Background: an optimization exercise with open tools, aiming at small area and a short achievable clock period. Do not read the settings as production practice. In this exercise RTL edits were held to simulation tests only and were not proved equivalent to the original. Power is estimated from default activity; no workload was simulated.

===== run.sh =====
#!/bin/bash
# synth_recipe.tcl (not shown) runs the flow's synth.tcl, then flattens the netlist and writes it again
# the make line also repeats each setting of config.mk as NAME=value (left out here)
make -C /OpenROAD-flow-scripts/flow DESIGN_CONFIG=/design/flow/config.mk WORK_HOME=/design/flow/orfs CLKGATE_MAP_FILE= SYNTH_SCRIPT=/design/flow/synth_recipe.tcl finish

===== config.mk =====
export PLATFORM = sky130hd
export DESIGN_NAME = aluSystem
export DESIGN_NICKNAME = aluSystem
export VERILOG_FILES = /design/flow/design.v
export SDC_FILE = /design/flow/constraint.sdc
export NUM_CORES = 4
export LEC_CHECK = 0
export CAP_MARGIN = 20
export CORE_MARGIN = 2
export CORE_UTILIZATION = 50
export PLACE_DENSITY = 0.65
export SETUP_SLACK_MARGIN = 2.5
export SLEW_MARGIN = 20
export TNS_END_PERCENT = 0

===== constraint.sdc =====
create_clock -name core_clock -period 9.0 [get_ports {clk}]
set_input_delay 1.8000 -clock core_clock [delete_from_list [all_inputs] [get_ports {clk}]]
set_output_delay 1.8000 -clock core_clock [all_outputs]
set_load 0.01 [all_outputs]

===== design.v =====
package datapathPkg;
   typedef logic [8-1:0] dataT;
   typedef logic [8-1:0] addrT;
   typedef logic [16-1:0]   instrT;
   typedef enum logic [1:0] {
      regClear = 2'd0,
      regLoad  = 2'd1,
      regDec   = 2'd2,
      regInc   = 2'd3
   } regFunT;
   typedef logic [3:0] regSelT;
   function automatic logic [8-1:0] stepVal(input logic [8-1:0] q,
                                                  input logic [8-1:0] d,
                                                  input logic en,
                                                  input logic [1:0] fun);
      logic               ld;
      logic               keep;
      logic [8-1:0] t;
      ld   = en & (fun == 2'd1);
      keep = ~(en & ~fun[1]);
      t[0] = en & fun[1];
      for (int i = 1; i < 8; i++) begin
         t[i] = t[i-1] & (q[i-1] ^ ~fun[0]);
      end
      stepVal = ({8{ld}} & d) | ({8{keep}} & (q ^ t));
   endfunction
endpackage
package aluPkg;
   typedef enum logic [3:0] {
      opPassA  = 4'd0,
      opPassB  = 4'd1,
      opNotA   = 4'd2,
      opNotB   = 4'd3,
      opAdd    = 4'd4,
      opSub    = 4'd5,
      opCmpSel = 4'd6,
      opAnd    = 4'd7,
      opOr     = 4'd8,
      opNand   = 4'd9,
      opXor    = 4'd10,
      opLsl    = 4'd11,
      opLsr    = 4'd12,
      opAsl    = 4'd13,
      opAsr    = 4'd14,
      opRor    = 4'd15
   } aluOpT;
   typedef logic [4-1:0] flagsT;
   localparam int flagO = 0;
   localparam int flagN = 1;
   localparam int flagC = 2;
   localparam int flagZ = 3;
endpackage
`timescale 1ns/10ps
module regFile (
   input  logic   clk,
   input  logic   arstN,
   input  datapathPkg::dataT   load,
   input  logic [2:0] outASel,
   input  logic [2:0] outBSel,
   input  datapathPkg::regFunT funSel,
   input  datapathPkg::regSelT rSel,
   input  datapathPkg::regSelT tSel,
   output datapathPkg::dataT   aOut,
   output datapathPkg::dataT   bOut,
   output logic [7:0][8-1:0] regsOut    
);
   datapathPkg::dataT       regs [8];    
   datapathPkg::dataT       nxt  [8];
   logic [7:0] en;
   always_comb begin
      for (int i = 0; i < 4; i++) begin
         en[i]     = tSel[3-i];
         en[i + 4] = rSel[3-i];
      end
   end
   always_comb begin
      for (int i = 0; i < 8; i++) begin
         nxt[i] = datapathPkg::stepVal(regs[i], load, en[i], funSel);
      end
   end
   always_ff @(posedge clk or negedge arstN) begin
      if (!arstN) begin
         for (int i = 0; i < 8; i++) begin
            regs[i] <= '0;
         end
      end else begin
         for (int i = 0; i < 8; i++) begin
            regs[i] <= nxt[i];
         end
      end
   end
   always_comb begin
      for (int i = 0; i < 8; i++) begin
         regsOut[i] = regs[i];
      end
   end
   assign aOut = regs[outASel];
   assign bOut = regs[outBSel];
endmodule
`timescale 1ns/10ps
module addrRegFile (
   input  logic       clk,
   input  logic       arstN,
   input  datapathPkg::dataT       load,
   input  logic [1:0] outCSel,
   input  logic [1:0] outDSel,
   input  datapathPkg::regFunT     funSel,
   input  datapathPkg::regSelT     regSel,
   output datapathPkg::dataT       outC,
   output datapathPkg::addrT       outD,
   output logic [3:0][8-1:0] regsOut    
);
   datapathPkg::dataT regs [4];    
   always_comb begin
      for (int i = 0; i < 4; i++) begin
         regsOut[i] = regs[i];
      end
   end
   datapathPkg::dataT nxt  [4];
   always_comb begin
      for (int i = 0; i < 4; i++) begin
         nxt[i] = datapathPkg::stepVal(regs[i], load, regSel[3-i], funSel);    
      end
   end
   always_ff @(posedge clk or negedge arstN) begin
      if (!arstN) begin
         for (int i = 0; i < 4; i++) begin
            regs[i] <= '0;
         end
      end else begin
         for (int i = 0; i < 4; i++) begin
            regs[i] <= nxt[i];
         end
      end
   end
   assign outC = regs[outCSel];
   assign outD = datapathPkg::addrT'(regs[outDSel]);
endmodule
`timescale 1ns/10ps
module instrReg (
   input  logic   clk,
   input  logic   arstN,
   input  datapathPkg::dataT   data,
   input  logic   enable,
   input  logic   lh,
   input  datapathPkg::regFunT funSel,
   output datapathPkg::instrT  irOut
);
   logic                ldLo, ldHi, clr;
   logic [16-1:0]    t;
   datapathPkg::instrT  nxt;
   always_comb begin
      ldLo = enable & (funSel == datapathPkg::regLoad) & ~lh;
      ldHi = enable & (funSel == datapathPkg::regLoad) &  lh;
      clr  = enable & (funSel == datapathPkg::regClear);
      t[0] = enable & funSel[1];
      for (int i = 1; i < 16; i++) begin
         t[i] = t[i-1] & (irOut[i-1] ^ ~funSel[0]);
      end
      nxt[8-1:0]     = ({8{ldLo}} & data) |
                             ({8{~(clr | ldLo)}} & (irOut[8-1:0] ^ t[8-1:0]));
      nxt[16-1:8] = ({8{ldHi}} & data) |
                             ({8{~(clr | ldHi)}} & (irOut[16-1:8] ^ t[16-1:8]));
   end
   always_ff @(posedge clk or negedge arstN) begin
      if (!arstN) begin
         irOut <= '0;
      end else begin
         irOut <= nxt;
      end
   end
endmodule
`timescale 1ns/10ps
module dataMemory (
   input  logic clk,
   input  logic [15:0] lo,
   input  logic [15:0] hiR,
   input  logic [15:0] hiW,
   input  datapathPkg::dataT data,
   output datapathPkg::dataT dataOut,
   output logic [15:0][8-1:0] grpOut    
);
   logic [256-1:0][8-1:0] mem;
   for (genvar w = 0; w < 256; w++) begin : g_word
      always_ff @(posedge clk) begin
         if (hiW[w / 16] && lo[w % 16]) begin
            mem[w] <= data;
         end
      end
   end
   logic [8-1:0] grp [16];
   always_comb begin
      for (int g = 0; g < 16; g++) begin
         grp[g] = '0;
         for (int j = 0; j < 16; j++) begin
            grp[g] = grp[g] | (mem[g * 16 + j] & {8{lo[j]}});
         end
      end
      for (int g = 0; g < 16; g++) begin
         grpOut[g] = grp[g];
      end
      dataOut = '0;
      for (int g = 0; g < 16; g++) begin
         dataOut = dataOut | (grp[g] & {8{hiR[g]}});
      end
   end
endmodule
`timescale 1ns/10ps
module alu (
   input  datapathPkg::dataT  a,
   input  datapathPkg::dataT  b,
   input  aluPkg::aluOpT op,
   output aluPkg::flagsT flags,
   output datapathPkg::dataT  result,
   input  logic [15:0][8-1:0] memGrp,
   input  logic [15:0]        memHiA,
   input  logic [15:0]        memHiB,
   input  datapathPkg::dataT  irLow,
   input  datapathPkg::dataT  arfC,
   input  logic [1:0]         muxASel,
   input  logic [1:0]         muxBSel,
   output datapathPkg::dataT  muxAOut,
   output datapathPkg::dataT  muxBOut
);
   localparam int msb = 8 - 1;
   logic [8:0]  sum;
   logic [8:0]  diff;
   logic              subO;
   logic              gt;
   logic [15:0]       sel;
   datapathPkg::dataT res [16];
   logic [15:0]       zv, nv, cv, ov;
   logic [8-1:0] sumZ;
   assign sum  = {1'b0, a} + {1'b0, b};
   assign diff = {1'b0, a} + {1'b0, ~b} + (8+1)'(1);
   assign subO = (a[msb] ^ b[msb]) & (a[msb] ^ diff[msb]);
   assign gt = (a[msb] != b[msb]) ? b[msb] : (a[msb-1:0] > b[msb-1:0]);
   always_comb begin
      sumZ[0] = a[0] ^ b[0];
      for (int i = 1; i < 8; i++) begin
         sumZ[i] = (a[i] ^ b[i]) ^ (a[i-1] | b[i-1]);
      end
   end
   always_comb begin
      for (int k = 0; k < 16; k++) begin
         sel[k] = (op == 4'(k));
      end
      res[aluPkg::opPassA]  = a;
      res[aluPkg::opPassB]  = b;
      res[aluPkg::opNotA]   = ~a;
      res[aluPkg::opNotB]   = ~b;
      res[aluPkg::opAdd]    = sum[msb:0];
      res[aluPkg::opSub]    = diff[msb:0];
      res[aluPkg::opCmpSel] = gt ? a : '0;
      res[aluPkg::opAnd]    = a & b;
      res[aluPkg::opOr]     = a | b;
      res[aluPkg::opNand]   = ~(a & b);
      res[aluPkg::opXor]    = a ^ b;
      res[aluPkg::opLsl]    = {a[msb-1:0], 1'b0};
      res[aluPkg::opLsr]    = {1'b0, a[msb:1]};
      res[aluPkg::opAsl]    = {a[msb-1:0], 1'b0};
      res[aluPkg::opAsr]    = {a[msb], a[msb:1]};
      res[aluPkg::opRor]    = {a[0], a[msb:1]};
      zv[aluPkg::opPassA]  = (a == '0);
      zv[aluPkg::opPassB]  = (b == '0);
      zv[aluPkg::opNotA]   = (a == '1);
      zv[aluPkg::opNotB]   = (b == '1);
      zv[aluPkg::opAdd]    = (sumZ == '0);
      zv[aluPkg::opSub]    = (a == b);
      zv[aluPkg::opCmpSel] = (a == b);
      zv[aluPkg::opAnd]    = ((a & b) == '0);
      zv[aluPkg::opOr]     = ((a | b) == '0);
      zv[aluPkg::opNand]   = ((a & b) == '1);
      zv[aluPkg::opXor]    = (a == b);
      zv[aluPkg::opLsl]    = (a[msb-1:0] == '0);
      zv[aluPkg::opLsr]    = (a[msb:1] == '0);
      zv[aluPkg::opAsl]    = (a[msb-1:0] == '0);
      zv[aluPkg::opAsr]    = (a[msb:1] == '0);
      zv[aluPkg::opRor]    = (a == '0);
      for (int k = 0; k < 16; k++) begin
         nv[k] = res[k][msb];
      end
      nv[aluPkg::opCmpSel] = diff[msb];
      nv[aluPkg::opAsr]    = 1'b0;
      cv = '0;
      cv[aluPkg::opAdd]    = sum[8];
      cv[aluPkg::opSub]    = diff[8];
      cv[aluPkg::opCmpSel] = diff[8];
      cv[aluPkg::opLsl]    = a[msb];
      cv[aluPkg::opLsr]    = a[0];
      cv[aluPkg::opRor]    = a[0];
      ov = '0;
      ov[aluPkg::opAdd]    = (a[msb] & b[msb]) ^ sum[msb];
      ov[aluPkg::opSub]    = subO;
      ov[aluPkg::opCmpSel] = subO;
      ov[aluPkg::opAsl]    = a[msb] ^ a[msb-1];
      result = '0;
      for (int k = 0; k < 16; k++) begin
         result = result | (res[k] & {8{sel[k]}});
      end
      muxAOut = '0;
      muxBOut = '0;
      for (int k = 0; k < 16; k++) begin
         muxAOut = muxAOut | (res[k] & {8{sel[k] && muxASel == 2'd0}});
         muxBOut = muxBOut | (res[k] & {8{sel[k] && muxBSel == 2'd0}});
      end
      for (int g = 0; g < 16; g++) begin
         muxAOut = muxAOut | (memGrp[g] & {8{memHiA[g]}});
         muxBOut = muxBOut | (memGrp[g] & {8{memHiB[g]}});
      end
      muxAOut = muxAOut | (irLow  & {8{muxASel == 2'd2}})
                        | (arfC   & {8{muxASel == 2'd3}});
      muxBOut = muxBOut | (irLow  & {8{muxBSel == 2'd2}})
                        | (arfC   & {8{muxBSel == 2'd3}});
      flags = '0;
      flags[aluPkg::flagZ] = |(zv & sel);
      flags[aluPkg::flagN] = |(nv & sel);
      flags[aluPkg::flagC] = |(cv & sel);
      flags[aluPkg::flagO] = |(ov & sel);
   end
endmodule
`timescale 1ns/10ps
module aluSystem (
   input  logic       clk,
   input  logic       arstN,
   input  logic [1:0] ARF_OutCSel,
   input  logic [1:0] ARF_OutDSel,
   input  datapathPkg::regFunT     IR_Funsel,
   input  datapathPkg::regFunT     ARF_FunSel,
   input  datapathPkg::regFunT     RF_FunSel,
   input  aluPkg::aluOpT      ALU_FunSel,
   input  datapathPkg::regSelT     RF_RSel,
   input  datapathPkg::regSelT     RF_TSel,
   input  datapathPkg::regSelT     ARF_RegSel,
   input  logic       Mem_WR,
   input  logic       Mem_CS,
   input  logic       IR_Enable,
   input  logic       IR_LH,
   input  logic       MuxCSel,
   input  logic [1:0] MuxASel,
   input  logic [1:0] MuxBSel,
   input  logic [2:0] RF_OutASel,
   input  logic [2:0] RF_OutBSel,
   output datapathPkg::dataT       AOut,
   output datapathPkg::dataT       BOut,
   output datapathPkg::dataT       ALUOut,
   output datapathPkg::dataT       ARF_AOut,
   output datapathPkg::dataT       Address,
   output datapathPkg::dataT       MemoryOut,
   output datapathPkg::dataT       MuxAOut,
   output datapathPkg::dataT       MuxBOut,
   output datapathPkg::dataT       MuxCOut,
   output aluPkg::flagsT      ALUOutFlag,
   output datapathPkg::instrT      IROut
);
   assign MuxCOut = MuxCSel ? ARF_AOut : AOut;
   logic [7:0][8-1:0] rfRegs;
   datapathPkg::dataT       aluA;
   always_comb begin
      aluA = '0;
      for (int r = 0; r < 8; r++) begin
         aluA = aluA | (rfRegs[r] & {8{!MuxCSel && (RF_OutASel == 3'(r))}});
      end
      for (int r = 0; r < 4; r++) begin
         aluA = aluA | (arfRegs[r] & {8{MuxCSel && (ARF_OutCSel == 2'(r))}});
      end
   end
   regFile uRegFile (
      .clk(clk), .arstN(arstN), .load(MuxAOut),
      .outASel(RF_OutASel), .outBSel(RF_OutBSel), .funSel(RF_FunSel),
      .rSel(RF_RSel), .tSel(RF_TSel), .aOut(AOut), .bOut(BOut), .regsOut(rfRegs)
   );
   addrRegFile uAddrRegFile (
      .clk(clk), .arstN(arstN), .load(MuxBOut),
      .outCSel(ARF_OutCSel), .outDSel(ARF_OutDSel), .funSel(ARF_FunSel),
      .regSel(ARF_RegSel), .outC(ARF_AOut), .outD(Address), .regsOut(arfRegs)
   );
   logic [3:0][8-1:0] arfRegs;
   logic [15:0] memLo, memHiR, memHiW;
   logic        memRe, memWe;
   assign memRe = !Mem_CS && !Mem_WR;
   assign memWe = !Mem_CS &&  Mem_WR;
   logic [3:0][15:0] loPre, hiPre;
   always_comb begin
      for (int r = 0; r < 4; r++) begin
         for (int k = 0; k < 16; k++) begin
            loPre[r][k] = (arfRegs[r][3:0] == 4'(k));
            hiPre[r][k] = (arfRegs[r][7:4] == 4'(k));
         end
      end
      memLo  = loPre[ARF_OutDSel];
      memHiR = hiPre[ARF_OutDSel] & {16{memRe}};
      memHiW = hiPre[ARF_OutDSel] & {16{memWe}};
   end
   instrReg uInstrReg (
      .clk(clk), .arstN(arstN), .data(MemoryOut), .enable(IR_Enable),
      .lh(IR_LH), .funSel(IR_Funsel), .irOut(IROut)
   );
   logic [15:0][8-1:0] memGrp;
   logic [15:0]              memHiA, memHiB;
   dataMemory uDataMemory (
      .clk(clk), .lo(memLo), .hiR(memHiR), .hiW(memHiW), .data(ALUOut),
      .dataOut(MemoryOut), .grpOut(memGrp)
   );
   assign memHiA = memHiR & {16{MuxASel == 2'd1}};
   assign memHiB = memHiR & {16{MuxBSel == 2'd1}};
   alu uAlu (
      .a(aluA), .b(BOut), .op(ALU_FunSel), .flags(ALUOutFlag), .result(ALUOut),
      .memGrp(memGrp), .memHiA(memHiA), .memHiB(memHiB), .irLow(IROut[8-1:0]), .arfC(ARF_AOut),
      .muxASel(MuxASel), .muxBSel(MuxBSel), .muxAOut(MuxAOut), .muxBOut(MuxBOut)
   );
endmodule

==> flow_metrics.tcl, run 1 <==
set metrics [dict create \
    yosysTopAreaCell "edfxtp_1" \
    reg2reg_to "uDataMemory.mem[931]" \
    clock-sinks 2160 \
    grt_pass1_vias 55500 \
    relSlewSlack_pct 20.3 \
    seqCellArea_mm2 0.0643 \
    drc_errors 0 \
    reg2reg_from "uAddrRegFile.regs[3][1]" \
    hold_depth 3 \
    required_ps 7200 \
    post-route-period-util_pct 86.0 \
    overflow 0 \
    reg2reg_depth 18 \
    fin_util_pct 58.5 \
    worstPathArrival_ps 5940 \
    synth_enable_flop_cells 2048 \
    yosysSeqAreaShare_pct 73.4 \
    tightest_slew_ps 1190 \
    crit_path_frequent_cell "buf_4" \
    clkTransAtPathRegs_ps 60 \
    hold_viol 0 \
    track_usage_pct 33.1 \
    ir_worst_vdd_mv 0.183 \
    drv_cap 0 \
    synthCells 5701 \
    whs_ps 634 \
    cts_buffers 207 \
    syn_area_per_cell_um2 15.4 \
    wl_per_cell_um 35.2 \
    status "complete, no violations" \
    cts_hold_buf 0 \
    final_nets 6120 \
    worst-path-max-fanout 13 \
    synthFlopType "edfxtp_1" \
    netlist_top_cells_area "edfxtp_1, a22oi_1, a222oi_1" \
    cp_slowest_cell "a2111o_1" \
    die_height_um 423 \
    final_antenna_net_count 0 \
    multi_input_area_mm2 0.0221 \
    path_delay_family "compound AO/OA/AOI/OAI gates" \
    via_per_inst 6.97 \
    cts-root-buf "clkbuf_16" \
    r2r_slack_ps 2630 \
    post-dp-hpwl_um 186000 \
    area_growth_pct 16.3 \
    start_util_pct 50.3 \
    grt_start_max_net_pins 195 \
    antenna_found_initial 15 \
    criticalPathCategory "in2out" \
    path_depth 16 \
    grt_pass1_wl_um 424000 \
    core_area_mm2 0.174 \
    clk_path_buf_depth 3 \
    syn_nets 5772 \
    setup_violations 0 \
    via_count 59500 \
    synthArstFlopShare_pct 5.19 \
    worst_clock_skew_ps 56.8 \
    ys_ff_latch 2160 \
    synth.distinct_cells 85 \
    path_cells "buf_8 > and2_4 > buf_4 > o41ai_1 > and2_4 > buf_12 > buf_4 > buf_4 > a222oi_1 > a31oi_2 > nor4_2 > buf_4 > a31oi_1 > a2111o_1 > and2_4 > dlygate4sd2_1" \
    die_w_um 423 \
    worstSetupEndpointType "output port" \
    rsz0062_at_grt "true" \
    dr.first_iter.drc_count 11300 \
    fin_crit_ps 7740 \
    routed_wirelength_um 301000 \
    synth_top_cell_area_share_pct 70.2 \
    cp-startpoint "ARF_OutDSel[0]" \
    yosys_warnings 12 \
    rows 153 \
    num-fill-cells 13200 \
    cts-htree-levels 4 \
    crit_path_max_incr_delay_ps 540 \
    start_kind "input port" \
    die_area_mm2 0.179 \
    ys_top_cells_by_count "edfxtp_1, a22oi_1, nor2_1" \
    final_max_slew_viol_count 0 \
    syn-cell-area_mm2 0.0876 \
    drive_gt1_share_pct 16.7 \
    power_density_mw_per_mm2 274 \
    tritoncts "built" \
    gp_congestion 0.964 \
    cp_num_buf_inv 7 \
    yosysMostFrequentCell "edfxtp_1" \
    worstSkewPairLatency_ps 870 \
    firstDrtPassIters 10 \
    port_buffers 134 \
    ios 135 \
    endpoint "MuxBOut[1]" \
    leakage_uw 0.0335 \
    hold_path_class "reg2reg" \
    fmax_mhz 129 \
]
==> worst reg2reg max path: cells and delay by family (launching register included) <==
kind | cells | cell delay (ps)
compound gates | 5 | 790
simple gates | 1 | 140
fa+ha+maj | 1 | 240
flops | 1 | 670
buf+inv | 7 | 2900
xor+xnor | 1 | 140
mux | 3 | 1080
==> kinds of logic after synthesis <==
| logic type | after synthesis | share of synthesized area [%] |
|---|---|---|
| compound gates | 1497 | 13.3 |
| xor+xnor | 129 | 1.29 |
| fa+ha+maj | 28 | 0.408 |
| buf+inv | 521 | 2.70 |
| flops | 2160 | 73.4 |
| mux | 84 | 1.40 |
| simple gates | 1282 | 7.55 |
==> layout by cell type, fill, tap and decap left out, types with 26 or more instances in the layout <==
| cell | count |
|---|---|
| xor2_1 | 46 |
| nand2b_1 | 48 |
| and4_1 | 88 |
| a21oi_1 | 108 |
| nor2_1 | 383 |
| a222oi_1 | 311 |
| inv_1 | 68 |
| a22o_1 | 86 |
| a22oi_1 | 422 |
| a221oi_1 | 78 |
| or3_1 | 28 |
| buf_12 | 51 |
| nor3_1 | 57 |
| nor2b_1 | 36 |
| buf_4 | 368 |
| nand4_1 | 65 |
| nand2_1 | 238 |
| clkbuf_16 | 209 |
| o21ai_0 | 149 |
| nor4_1 | 26 |
| clkinv_2 | 36 |
| xnor2_1 | 82 |
| clkinv_1 | 47 |
| mux4_2 | 29 |
| dfrtp_1 | 103 |
| clkdlybuf4s50_1 | 94 |
| a31oi_1 | 75 |
| mux2i_1 | 32 |
| edfxtp_1 | 2048 |
| nand3_1 | 101 |
| clkbuf_1 | 43 |
==> layer usage <==
layer  GRT usage, %  routed length (µm)
met1           47.2              113000
met2           49.4              134000
met3           7.72               40100
met4           12.9               13800
met5          0.215                 100
==> flip-flops by register name (all words and copies together) (netlist names) <==
register / flops
uDataMemory.mem: 2048
uRegFile.regs: 64
uAddrRegFile.regs: 32
uInstrReg.irOut: 16
==> how the worst min path moves through the flow <==
| stage | endpoint | from |
|---|---|---|
| 3_5_place_dp | uInstrReg.irOut[15] | uInstrReg.irOut[15] |
| 4_1_cts | uRegFile.regs[2][0] | uRegFile.regs[2][0] |
| 3_3_place_gp | uInstrReg.irOut[15] | uInstrReg.irOut[15] |
| 2_1_floorplan | uRegFile.regs[2][7] | uRegFile.regs[2][7] |
| 5_1_grt | uInstrReg.irOut[15] | uInstrReg.irOut[15] |
| 6_report | uInstrReg.irOut[15] | uInstrReg.irOut[15] |
==> repair_timing <==
action | 4_1_cts | 5_1_grt
endpoints found under the setup margin | 1094 | 288
cloned | 12 | 1
resized for setup | 234 | 81
pin swaps | 75 | 70
setup buffers | 82 | 15
==> stage by stage <==
| stage | setup WS (ps) | power, µW | instance area (µm²) | std cells | setup TNS [ps] |
|---|---|---|---|---|---|
| 2_1_floorplan | -1820 | 16100 | 87900 | 5701 | -109910 |
| 6_report | 1260 | 27900 | 102000 | 8545 | 0 |
| 5_1_grt | 1320 | 28500 | 102000 | 8541 | 0 |
| 4_1_cts | 1390 | 27600 | 101000 | 8524 | 0 |
| 3_5_place_dp | 100 | 18800 | 93100 | 8054 | 0 |
| 3_3_place_gp | 125 | 18800 | 93100 | 8052 | 0 |
==> where the power goes <==
group / leakage [µW] / internal (µW) / switching (µW)
registers: 0.0200 / 12300 / 573
logic: 0.0103 / 2050 / 4280
clock network: 0.00323 / 4820 / 3820
total: 0.0335 / 19200 / 8670
==> final cells by class <==
cell class                 count  share of cell area (%)
timing repair buffer         579                    5.50
multi-input combinational   3023                    21.7
inverter                      78                   0.301
clock inverter               123                    1.23
clock buffer                 253                    5.30
antenna                        4                 0.00983
tap                         2325                    2.86
sequential                  2160                    63.1
==> inputs of run 2 (changes only) <==
--- a/config.mk
+++ b/config.mk
@@ -8,6 +8,9 @@
 export CAP_MARGIN = 20
 export CORE_MARGIN = 2
 export CORE_UTILIZATION = 50
+export CTS_BUF_LIST = sky130_fd_sc_hd__clkbuf_16
+export CTS_CLUSTER_DIAMETER = 80
+export CTS_CLUSTER_SIZE = 20
 export PLACE_DENSITY = 0.65
 export SETUP_SLACK_MARGIN = 2.5
 export SLEW_MARGIN = 20
==> flow_metrics.tcl, run 2 <==
set metrics [dict create \
    worstSkewPairLatency_ps 840 \
    postLayoutCellArea_mm2 0.0990 \
    status "complete, no violations" \
    largestRegisters "uDataMemory.mem x2048, uRegFile.regs x64, uAddrRegFile.regs x32" \
    leakage_uw 0.0321 \
    ir_worst_vdd_mv 0.184 \
    syn_area_per_cell_um2 15.4 \
    path_delay_family "simple AND/OR/NAND/NOR gates" \
    via_count 58700 \
    cp_slowest_cell "a222oi_1" \
    syn-cell-area_mm2 0.0876 \
    netlist_top_cells_area "edfxtp_1, a22oi_1, a222oi_1" \
    antenna_found_initial 18 \
    cts-htree-levels 4 \
    crit_path_max_incr_delay_ps 630 \
    synth_top_cell_area_share_pct 70.2 \
    cts_buffers 130 \
    tritoncts "built" \
    rsz0062_at_grt "true" \
    final_antenna_net_count 0 \
    holdPathEnd "uInstrReg.irOut[15]" \
    rows 153 \
    yosys_warnings 12 \
    ys_ff_latch 2160 \
    yosysTopAreaCell "edfxtp_1" \
    wl_per_cell_um 35.9 \
    via_per_inst 7.05 \
    multi_input_area_mm2 0.0221 \
    yosysMostFrequentCell "edfxtp_1" \
    dpl.cell_count 8054 \
    synthFlopType "edfxtp_1" \
    routed_wirelength_um 299000 \
    tightest_slew_ps 1250 \
    fmax_mhz 130 \
    layout_common_cells "edfxtp_1, a22oi_1, nor2_1" \
    die_w_um 423 \
    num-fill-cells 13400 \
    post-dp-hpwl_um 186000 \
    min_from "uInstrReg.irOut[15]" \
    hold_depth 3 \
    drv_cap 0 \
    overflow 0 \
    core_area_mm2 0.174 \
    required_ps 7200 \
    yosysSeqAreaShare_pct 73.4 \
    reg2reg_to "uDataMemory.mem[947]" \
    r2r_slack_ps 2750 \
    start_kind "input port" \
    hold_viol 0 \
    area_growth_pct 13.0 \
    seqCellArea_mm2 0.0643 \
    criticalPathCategory "in2out" \
    worst-path-max-fanout 6 \
    ys_top_cells_by_count "edfxtp_1, a22oi_1, nor2_1" \
    reg2reg_depth 17 \
    path_cells "buf_12 > nor2b_4 > buf_6 > a32o_2 > or2_4 > buf_12 > buf_4 > buf_4 > a222oi_1 > and4_1 > a31oi_1 > buf_4 > nor4_1 > and4_4 > buf_8 > inv_4 > nor2_4 > nor3_2 > or2_4 > buf_6" \
    syn_nets 5772 \
    start_util_pct 50.3 \
    hold_path_class "reg2reg" \
    synthCells 5701 \
    grt_start_max_net_pins 195 \
    crit_path_frequent_cell "buf_4" \
    die_area_mm2 0.179 \
    largest_register_ffs 2048 \
    fin_crit_ps 7670 \
    final_common_cell "edfxtp_1" \
    gp_congestion 0.964 \
    clkTransAtPathRegs_ps 80 \
    track_usage_pct 32.9 \
    final_max_slew_viol_count 0 \
    clk_path_buf_depth 3 \
    firstDrtPassIters 9 \
    drive_gt1_share_pct 15.2 \
    synth.distinct_cells 85 \
    synth_enable_flop_cells 2048 \
    detailedPlace.worstSlack_ps 100 \
    clock-sinks 2160 \
    top_register "uDataMemory.mem" \
    finalWorstSetupSlack_ps 1330 \
    worstSetupEndpointType "output port" \
    die_height_um 423 \
    worstPathArrival_ps 5870 \
    cts_hold_buf 0 \
    synthArstFlopShare_pct 5.19 \
    cts-root-buf "clkbuf_16" \
    post-route-period-util_pct 85.3 \
    grt_pass1_vias 54800 \
    setup_violations 0 \
    worst_clock_skew_ps 40.5 \
    dr.first_iter.drc_count 11300 \
    reg2reg_from "uAddrRegFile.regs[3][1]" \
    drc_errors 0 \
    grt_pass1_wl_um 421000 \
    ios 135 \
    port_buffers 134 \
    relSlewSlack_pct 16.5 \
    placed_cell_area_mm2 0.0931 \
    fin_cells 8335 \
    final_nets 6050 \
    power_density_mw_per_mm2 255 \
    cp_num_buf_inv 9 \
]
-- run 2: cell counts after synthesis --
No cell type changed its count.
-- run 2: worst max path at each step --
stage,slack [ps],depth (start not counted),end,start
2_1_floorplan,-1820,17,MuxBOut[7],RF_OutASel[0]
3_3_place_gp,130,18,MuxBOut[2],RF_OutASel[1]
3_5_place_dp,100,18,MuxBOut[2],RF_OutASel[1]
4_1_cts,1430,20,MuxAOut[0],ARF_OutDSel[1]
5_1_grt,1300,17,MemoryOut[2],ARF_OutDSel[1]
6_report,1330,20,MuxAOut[0],ARF_OutDSel[1]
-- run 2: cells by family after synthesis --
logic type / count (synthesis) / share of synthesized area [%]
DFF: 2160 / 73.4
AOI/OAI and AO/OA: 1497 / 13.3
and+or+nand+nor: 1282 / 7.55
buffers and inverters: 521 / 2.70
xor gates and xnor gates: 129 / 1.29
muxes: 84 / 1.40
adders and majority gates: 28 / 0.408
-- run 2: where the power goes --
group,internal (µW),switching (µW)
Clock,2780,3260
Sequential,12300,569
Combinational,2060,4300
-- run 2: worst register-to-register path, cell delays in order, from the launching register on --
cell	delay, ps
dfrtp_1	680
mux4_2	690
mux2i_4	320
buf_6	150
ha_1	240
buf_4	190
a21o_1	190
a21oi_4	170
mux2i_1	120
xnor2_1	140
o21ai_0	140
a21oi_1	160
nand2_1	150
o21bai_4	150
buf_4	230
buf_4	440
buf_4	660
buf_4	1050
-- run 2: cell type report --
cell class              instances  share of cell area (%)
multi-input cells            3023                    22.3
clock inverters                25                   0.302
clock buffers                 135                    3.41
well taps                    2325                    2.94
flip-flops and latches       2160                    65.0
inverters                      78                   0.310
diodes                          3                 0.00758
repair buffers                586                    5.71
-- run 2: what timing repair did --
item                       4_1_cts  5_1_grt
resized for setup              253       63
setup endpoints to repair     1094      294
gates cloned                    12        1
buffers inserted                96        9
pin swaps                       83       55
-- run 2: layer usage --
layer  global-route usage (%)  share of wire [%]
met4                     13.3                4.4
met2                     49.1                 45
met5                        0              0.030
met1                     46.5                 37
met3                     8.23                 13
-- run 2: through the flow --
stage	hold slack [ps]	power, µW	TNS, ps	util (%)
after floorplan	574	16100	-109910	-
after global placement	599	18800	0	53.5
after detailed placement	630	18800	0	53.5
after CTS	646	25000	0	56.7
after global routing	682	25900	0	56.9
final	648	25300	0	56.9
==> inputs of run 3 (changes only) <==
--- a/design.v
+++ b/design.v
@@ -177,8 +177,7 @@
    input  logic [15:0] hiR,
    input  logic [15:0] hiW,
    input  datapathPkg::dataT data,
-   output datapathPkg::dataT dataOut,
-   output logic [15:0][8-1:0] grpOut    
+   output datapathPkg::dataT dataOut
 );
    logic [256-1:0][8-1:0] mem;
    for (genvar w = 0; w < 256; w++) begin : g_word
@@ -196,9 +195,6 @@
             grp[g] = grp[g] | (mem[g * 16 + j] & {8{lo[j]}});
          end
       end
-      for (int g = 0; g < 16; g++) begin
-         grpOut[g] = grp[g];
-      end
       dataOut = '0;
       for (int g = 0; g < 16; g++) begin
          dataOut = dataOut | (grp[g] & {8{hiR[g]}});
@@ -212,9 +208,7 @@
    input  aluPkg::aluOpT op,
    output aluPkg::flagsT flags,
    output datapathPkg::dataT  result,
-   input  logic [15:0][8-1:0] memGrp,
-   input  logic [15:0]        memHiA,
-   input  logic [15:0]        memHiB,
+   input  datapathPkg::dataT  memOut,
    input  datapathPkg::dataT  irLow,
    input  datapathPkg::dataT  arfC,
    input  logic [1:0]         muxASel,
@@ -304,13 +298,11 @@
          muxAOut = muxAOut | (res[k] & {8{sel[k] && muxASel == 2'd0}});
          muxBOut = muxBOut | (res[k] & {8{sel[k] && muxBSel == 2'd0}});
       end
-      for (int g = 0; g < 16; g++) begin
-         muxAOut = muxAOut | (memGrp[g] & {8{memHiA[g]}});
-         muxBOut = muxBOut | (memGrp[g] & {8{memHiB[g]}});
-      end
-      muxAOut = muxAOut | (irLow  & {8{muxASel == 2'd2}})
+      muxAOut = muxAOut | (memOut & {8{muxASel == 2'd1}})
+                        | (irLow  & {8{muxASel == 2'd2}})
                         | (arfC   & {8{muxASel == 2'd3}});
-      muxBOut = muxBOut | (irLow  & {8{muxBSel == 2'd2}})
+      muxBOut = muxBOut | (memOut & {8{muxBSel == 2'd1}})
+                        | (irLow  & {8{muxBSel == 2'd2}})
                         | (arfC   & {8{muxBSel == 2'd3}});
       flags = '0;
       flags[aluPkg::flagZ] = |(zv & sel);
@@ -396,17 +388,13 @@
       .clk(clk), .arstN(arstN), .data(MemoryOut), .enable(IR_Enable),
       .lh(IR_LH), .funSel(IR_Funsel), .irOut(IROut)
    );
-   logic [15:0][8-1:0] memGrp;
-   logic [15:0]              memHiA, memHiB;
    dataMemory uDataMemory (
       .clk(clk), .lo(memLo), .hiR(memHiR), .hiW(memHiW), .data(ALUOut),
-      .dataOut(MemoryOut), .grpOut(memGrp)
+      .dataOut(MemoryOut)
    );
-   assign memHiA = memHiR & {16{MuxASel == 2'd1}};
-   assign memHiB = memHiR & {16{MuxBSel == 2'd1}};
    alu uAlu (
       .a(aluA), .b(BOut), .op(ALU_FunSel), .flags(ALUOutFlag), .result(ALUOut),
-      .memGrp(memGrp), .memHiA(memHiA), .memHiB(memHiB), .irLow(IROut[8-1:0]), .arfC(ARF_AOut),
+      .memOut(MemoryOut), .irLow(IROut[8-1:0]), .arfC(ARF_AOut),
       .muxASel(MuxASel), .muxBSel(MuxBSel), .muxAOut(MuxAOut), .muxBOut(MuxBOut)
    );
 endmodule
==> flow_metrics.tcl, run 3 <==
set metrics [dict create \
    status "complete, no violations" \
    die_area_mm2 0.179 \
    final_nets 6223 \
    cts-htree-levels 4 \
    drc_errors 0 \
    via_per_inst 6.97 \
    area_growth_pct 14.1 \
    syn_area_per_cell_um2 15.1 \
    cts_buffers 130 \
    netlist_top_cells_area "edfxtp_1, a22oi_1, dfrtp_1" \
    ios 135 \
    ys_ff_latch 2160 \
    finalWorstSetupSlack_ps 1560 \
    drive_gt1_share_pct 16.4 \
    cts_hold_buf 0 \
    final_max_slew_viol_count 0 \
    seqCellArea_mm2 0.0643 \
    grt_start_max_net_pins 224 \
    syn_nets 5892 \
    synthFlopType "edfxtp_1" \
    worst-path-max-fanout 17 \
    num-fill-cells 13300 \
    worstSetupEndpointType "output port" \
    drv_cap 0 \
    synthArstFlopShare_pct 5.19 \
    syn-cell-area_mm2 0.0880 \
    antenna_found_initial 19 \
    core_area_mm2 0.174 \
    post-dp-hpwl_um 175000 \
    relSlewSlack_pct 17.9 \
    yosysTopAreaCell "edfxtp_1" \
    tightest_slew_ps 1230 \
    tritoncts "built" \
    yosys_warnings 12 \
    fin_crit_ps 7440 \
    crit_path_max_incr_delay_ps 660 \
    ir_worst_vdd_mv 0.286 \
    worstPathArrival_ps 5640 \
    criticalPathCategory "in2out" \
    clock-sinks 2160 \
    clk_path_buf_depth 3 \
    worst_clock_skew_ps 43.0 \
    hold_path_class "reg2reg" \
    post-route-period-util_pct 82.7 \
    synth.distinct_cells 92 \
    setup_violations 0 \
    grt_pass1_vias 55300 \
    path_cells "buf_16 > buf_8 > and2_4 > buf_6 > a222oi_1 > buf_4 > and2_2 > a22oi_1 > nand4_1 > o21ai_0 > o2111a_1 > nand4_1 > buf_4 > clkdlybuf4s50_1" \
    synth_top_cell_area_share_pct 69.9 \
    layout_common_cells "edfxtp_1, a22oi_1, nand2_1" \
    overflow 0 \
    routed_wirelength_um 299000 \
    dr.first_iter.drc_count 12000 \
    multi_input_area_mm2 0.0229 \
    port_buffers 134 \
    path_delay_family "buffers and inverters" \
    cp_slowest_cell "and2_2" \
    start_util_pct 50.4 \
    firstDrtPassIters 14 \
    leakage_uw 0.0327 \
    largest_register_ffs 2048 \
    grt_pass1_wl_um 419000 \
    gp_congestion 0.916 \
    synth_enable_flop_cells 2048 \
    cts-root-buf "clkbuf_16" \
    clkTransAtPathRegs_ps 80 \
    rsz0062_at_grt "true" \
    whs_ps 653 \
    detailedPlace.worstSlack_ps -40.8 \
    largestRegisters "uDataMemory.mem x2048, uRegFile.regs x64, uAddrRegFile.regs x32" \
    top_register "uDataMemory.mem" \
    cp_num_buf_inv 6 \
    ys_top_cells_by_count "edfxtp_1, a22oi_1, nand2_1" \
    via_count 59400 \
    start_kind "input port" \
    yosysMostFrequentCell "edfxtp_1" \
    rows 153 \
    fmax_mhz 134 \
    die_height_um 423 \
    final_common_cell "edfxtp_1" \
    track_usage_pct 32.6 \
    final_antenna_net_count 0 \
    worstSkewPairLatency_ps 830 \
    die_w_um 423 \
    power_density_mw_per_mm2 257 \
    synthCells 5821 \
    hold_viol 0 \
    required_ps 7200 \
    yosysSeqAreaShare_pct 73.1 \
    wl_per_cell_um 35.1 \
]
[run 3: final cells by class]
| type | instances | area share, % |
|---|---|---|
| clock buffer | 135 | 3.37 |
| tap | 2325 | 2.90 |
| inverter | 62 | 0.259 |
| clock inverter | 29 | 0.294 |
| multi-input combinational | 3181 | 22.8 |
| timing repair buffer | 617 | 6.28 |
| antenna | 11 | 0.0274 |
| sequential | 2160 | 64.1 |
[run 3: routing by layer]
metal | vias up | GRT usage (%) | wire (µm)
li1 | 24200 | - | -
met1 | 29900 | 45.3 | 110000
met3 | 762 | 10.5 | 43000
met2 | 4514 | 47.4 | 130000
met5 | - | 0 | 100
met4 | 16 | 13.7 | 15400
[run 3: worst paths after layout]
check,from,to,slack (ps),cells past startpoint
worst max register to register,uAddrRegFile.regs[3][1],uDataMemory.mem[460],2940,18
max in group asynchronous,arstN,uRegFile.regs[1][3],6600,2
worst min register to register,uInstrReg.irOut[15],uInstrReg.irOut[15],650,2
worst min-delay path,uInstrReg.irOut[15],uInstrReg.irOut[15],650,2
worst max-delay path,ARF_OutDSel[1],MemoryOut[1],1560,14
min in group asynchronous,arstN,uAddrRegFile.regs[2][0],1030,1
[run 3: cell families (layout without fill, tap and decap cells)]
| kind of cell | after synthesis | in the layout | share of synthesized area, % |
|---|---|---|---|
| flops | 2160 | 2160 | 73.1 |
| compound gates | 1423 | 1423 | 12.4 |
| buf+inv | 499 | 843 | 2.79 |
| other cells | 0 | 11 | 0 |
| mux | 108 | 111 | 1.69 |
| fa+ha+maj | 28 | 28 | 0.415 |
| simple gates | 1487 | 1503 | 8.41 |
| xor+xnor | 116 | 116 | 1.15 |
[run 3: tightest hold or removal path, delay by kind of cell (launching register included)]
kind	cells	cell delay, ps
AO/OA/AOI/OAI	1	170
XOR/XNOR	1	80
flip-flops	1	370
[run 3: timing repair]
| action | CTS | global route |
|---|---|---|
| pin swaps | 110 | 61 |
| gates cloned | 28 | 1 |
| setup endpoints to repair | 1427 | 36 |
| buffers inserted | 178 | 29 |
| gates resized for setup | 430 | 92 |
[run 3: stage by stage]
stage                     setup TNS [ps]  utilization (%)  power, µW  std cells  area, µm²
after floorplan                 -1732860                -      16500       5821      88100
after global placement             -1440             53.1      18900       8104      92700
after detailed placement           -40.8             53.2      19000       8107      92700
after CTS                              0             57.2      25500       8477      99700
after global routing                   0             57.5      26500       8510     100000
final                                  0             57.5      25800       8520     100000
[run 3: power by group]
part           total [µW]  internal, µW  switching, µW
registers           13100         12500            557
logic                6770          2190           4590
clock network        6000          2730           3270
total               25800         17400           8410
==> inputs of run 4 (changes only) <==
--- a/config.mk
+++ b/config.mk
@@ -7,11 +7,11 @@
 export LEC_CHECK = 0
 export CAP_MARGIN = 20
 export CORE_MARGIN = 2
-export CORE_UTILIZATION = 50
+export CORE_UTILIZATION = 55
 export CTS_BUF_LIST = sky130_fd_sc_hd__clkbuf_16
 export CTS_CLUSTER_DIAMETER = 80
 export CTS_CLUSTER_SIZE = 20
-export PLACE_DENSITY = 0.65
+export PLACE_DENSITY = 0.68
 export SETUP_SLACK_MARGIN = 2.5
 export SLEW_MARGIN = 20
 export TNS_END_PERCENT = 0
==> flow_metrics.tcl, run 4 <==
set metrics [dict create \
    placed_cell_area_mm2 0.0926 \
    worst_clock_skew_ps 57.1 \
    cts_buffers 121 \
    overflow 0 \
    multi_input_area_mm2 0.0228 \
    clk_path_buf_depth 3 \
    met3_usage_pct 11.5 \
    netlist_top_cells_area "edfxtp_1, a22oi_1, dfrtp_1" \
    wl_per_cell_um 35.6 \
    largest_register_ffs 2048 \
    port_buffers 134 \
    fmax_mhz 137 \
    post-dp-hpwl_um 174000 \
    hold_path_class "reg2reg" \
    start_kind "input port" \
    hold_viol 0 \
    gp_congestion 0.933 \
    ios 135 \
    dpl.cell_count 7890 \
    ys_top_cells_by_count "edfxtp_1, a22oi_1, nand2_1" \
    fin_crit_ps 7320 \
    top_register "uDataMemory.mem" \
    synthMuxAreaShare_pct 1.69 \
    grt_busiest_layer "met2" \
    syn_nets 5892 \
    ys_ff_latch 2160 \
    reg2reg_from "uAddrRegFile.regs[2][2]" \
    post-route-period-util_pct 81.4 \
    required_ps 7200 \
    cts-htree-levels 3 \
    firstDrtPassIters 14 \
    status "complete, no violations" \
    setup_violations 0 \
    die_w_um 404 \
    finalWorstSetupSlack_ps 1680 \
    final_common_cell "edfxtp_1" \
    die_area_mm2 0.163 \
    area_growth_pct 13.5 \
    worst-path-max-fanout 14 \
    final_max_slew_viol_count 0 \
    cp_slowest_cell "o21bai_1" \
    yosysMostFrequentCell "edfxtp_1" \
    dr.first_iter.drc_count 11700 \
    yosysSeqAreaShare_pct 73.1 \
    rsz0062_at_grt "true" \
    grt_start_max_net_pins 188 \
    seqCellArea_mm2 0.0643 \
    synthArstFlopShare_pct 5.19 \
    worstSkewPairLatency_ps 820 \
    drive_gt1_share_pct 16.3 \
    antenna_found_initial 23 \
    syn-cell-area_mm2 0.0880 \
    grtUsageMet1_pct 49.5 \
    worstPathArrival_ps 5520 \
    fin_cells 8302 \
    postLayoutCellArea_mm2 0.0998 \
    routed_wirelength_um 296000 \
    num-fill-cells 11400 \
    clock-sinks 2160 \
    synth_top_cell_area_share_pct 69.9 \
    tritoncts "built" \
    synth-simple-area-share_pct 8.41 \
    cts-root-buf "clkbuf_16" \
    relSlewSlack_pct 11.8 \
    yosys.area_share.adder_pct 0.415 \
    tightest_slew_ps 1320 \
    yosys_warnings 12 \
    start_util_pct 55.5 \
    via_count 59700 \
    synth_enable_flop_cells 2048 \
    yosysTopAreaCell "edfxtp_1" \
    rows 146 \
    synth_top_family_by_area "compound AO/OA/AOI/OAI gates" \
    core_area_mm2 0.159 \
    cp-startpoint "ARF_OutDSel[0]" \
    worstSetupEndpointType "output port" \
    criticalPathCategory "in2out" \
    synth_compound_area_share_pct 12.4 \
    crit_path_frequent_cell "buf_4" \
    final_nets 6241 \
    synthCells 5821 \
    power_density_mw_per_mm2 255 \
    final_antenna_net_count 0 \
    detailedPlace.worstSlack_ps -158 \
    synthXorXnorAreaFrac_pct 1.15 \
    crit_path_max_incr_delay_ps 610 \
    drc_errors 0 \
    use_met2_pct 51.5 \
    leakage_uw 0.0327 \
    ir_worst_vdd_mv 0.340 \
    layout_common_cells "edfxtp_1, a22oi_1, nand2_1" \
    grt_pass1_vias 54900 \
    die_height_um 404 \
    drv_cap 0 \
    finalSetupTns_ps 0 \
    via_per_inst 7.19 \
    largestRegisters "uDataMemory.mem x2048, uRegFile.regs x64, uAddrRegFile.regs x32" \
    grt_pass1_wl_um 413000 \
    synthFlopType "edfxtp_1" \
    path_cells "buf_16 > and2b_4 > buf_4 > a222oi_1 > and2_4 > buf_4 > a222oi_1 > nand4_1 > o21bai_1 > o2111a_1 > nand4_1 > buf_4 > nor2_2 > nor2_1 > clkdlybuf4s15_1" \
    clkTransAtPathRegs_ps 100 \
    min_from "uRegFile.regs[2][7]" \
    track_usage_pct 35.5 \
    synth.distinct_cells 92 \
    syn_area_per_cell_um2 15.1 \
]
[run 4: cell counts after synthesis]
No cell type changed its count.
[run 4: kinds of logic after synthesis]
logic type | count (synthesis)
compound gates | 1423
xor+xnor | 116
fa+ha+maj | 28
buf+inv | 499
flops | 2160
mux | 108
simple gates | 1487
[run 4: worst paths after layout]
| path | endpoint | slack [ps] | cells past startpoint |
|---|---|---|---|
| max | MuxAOut[1] | 1680 | 15 |
| min | uRegFile.regs[2][7] | 660 | 2 |
| max reg2reg | uDataMemory.mem[1124] | 3150 | 15 |
| min reg2reg | uRegFile.regs[2][7] | 660 | 2 |
| max in group asynchronous | uRegFile.regs[6][2] | 7050 | 2 |
| min in group asynchronous | uAddrRegFile.regs[0][5] | 910 | 1 |
[run 4: stage by stage]
| step | utilization, % | total power (µW) | hold slack [ps] |
|---|---|---|---|
| finish | 63.0 | 25500 | 662 |
| global route | 62.9 | 26000 | 680 |
| CTS | 62.4 | 25000 | 664 |
| detailed placement | 58.4 | 19000 | 641 |
| global placement | 58.4 | 18800 | 636 |
| floorplan | - | 16500 | 568 |
[run 4: what timing repair did]
action,4_1_cts,5_1_grt
hold buffers,0,0
setup buffers,157,41
cloned,23,4
pin swaps,113,57
resized for setup,406,70
setup endpoints to repair,1554,36
[run 4: report_power, final]
| group | internal [µW] | switching [µW] | leakage [µW] |
|---|---|---|---|
| Clock | 2440 | 3190 | 0.00171 |
| Combinational | 2210 | 4590 | 0.0110 |
| Sequential | 12500 | 563 | 0.0200 |
| Total | 17100 | 8340 | 0.0327 |
[run 4: area by class of cell]
class,instances,share of cell area (%)
Sequential cell,2160,64.4
Multi-Input combinational cell,3180,22.9
Timing Repair Buffer,645,6.45
Clock buffer,121,3.03
Tap cell,2072,2.60
Clock inverter,39,0.312
Inverter,62,0.267
Antenna cell,23,0.0577
[run 4: worst max-delay path: cells and delay by family]
| kind | cells | cell delay (ps) |
|---|---|---|
| AOI/OAI and AO/OA | 4 | 1490 |
| buffers and inverters | 5 | 960 |
| and+or+nand+nor | 6 | 1250 |
[run 4: routing by layer]
metal	up-vias	share of wire (%)
li1	24200	-
met5	-	0.084
met1	29900	37
met4	24	4.9
met3	800	15
met2	4725	44

-- static timing again, ports no longer ideal --
Ports are ideal in the flow. The routed layouts listed here were re-timed in OpenROAD. Step 1: set_driving_cell puts a clkbuf_16 on clk and a buf_2 on each other input, an assumption about the parent block. Step 2 times the ports against the registers' clock, not the clock port: input delays grow and output delays shrink by t, the midpoint of the rising clock arrivals with the driver on. Slacks: ideal / step 1 / step 2; pairs: ideal / step 1.
run | t, ns | setup slack, ns | worst hold slack (ns) | clock arrival spread, ns | slew at the worst register clock pin (ns)
run 1 | 0.922 | 1.264 / 1.206 / 1.191 | 0.634 / 0.634 / 0.634 | 0.057 / 0.056 | 0.07 / 0.07
run 2 | 0.899 | 1.326 / 1.256 / 1.256 | 0.648 / 0.648 / 0.648 | 0.043 / 0.044 | 0.09 / 0.09
run 3 | 0.895 | 1.558 / 1.480 / 1.480 | 0.653 / 0.653 / 0.653 | 0.043 / 0.043 | 0.09 / 0.09
run 4 | 0.867 | 1.676 / 1.490 / 1.490 | 0.662 / 0.662 / 0.662 | 0.058 / 0.057 | 0.10 / 0.10
After both steps setup and hold are still met in every run listed. The setup slack of run 4, which loses most, moves by -0.186 ns with the drivers and by -0.186 ns with both steps.
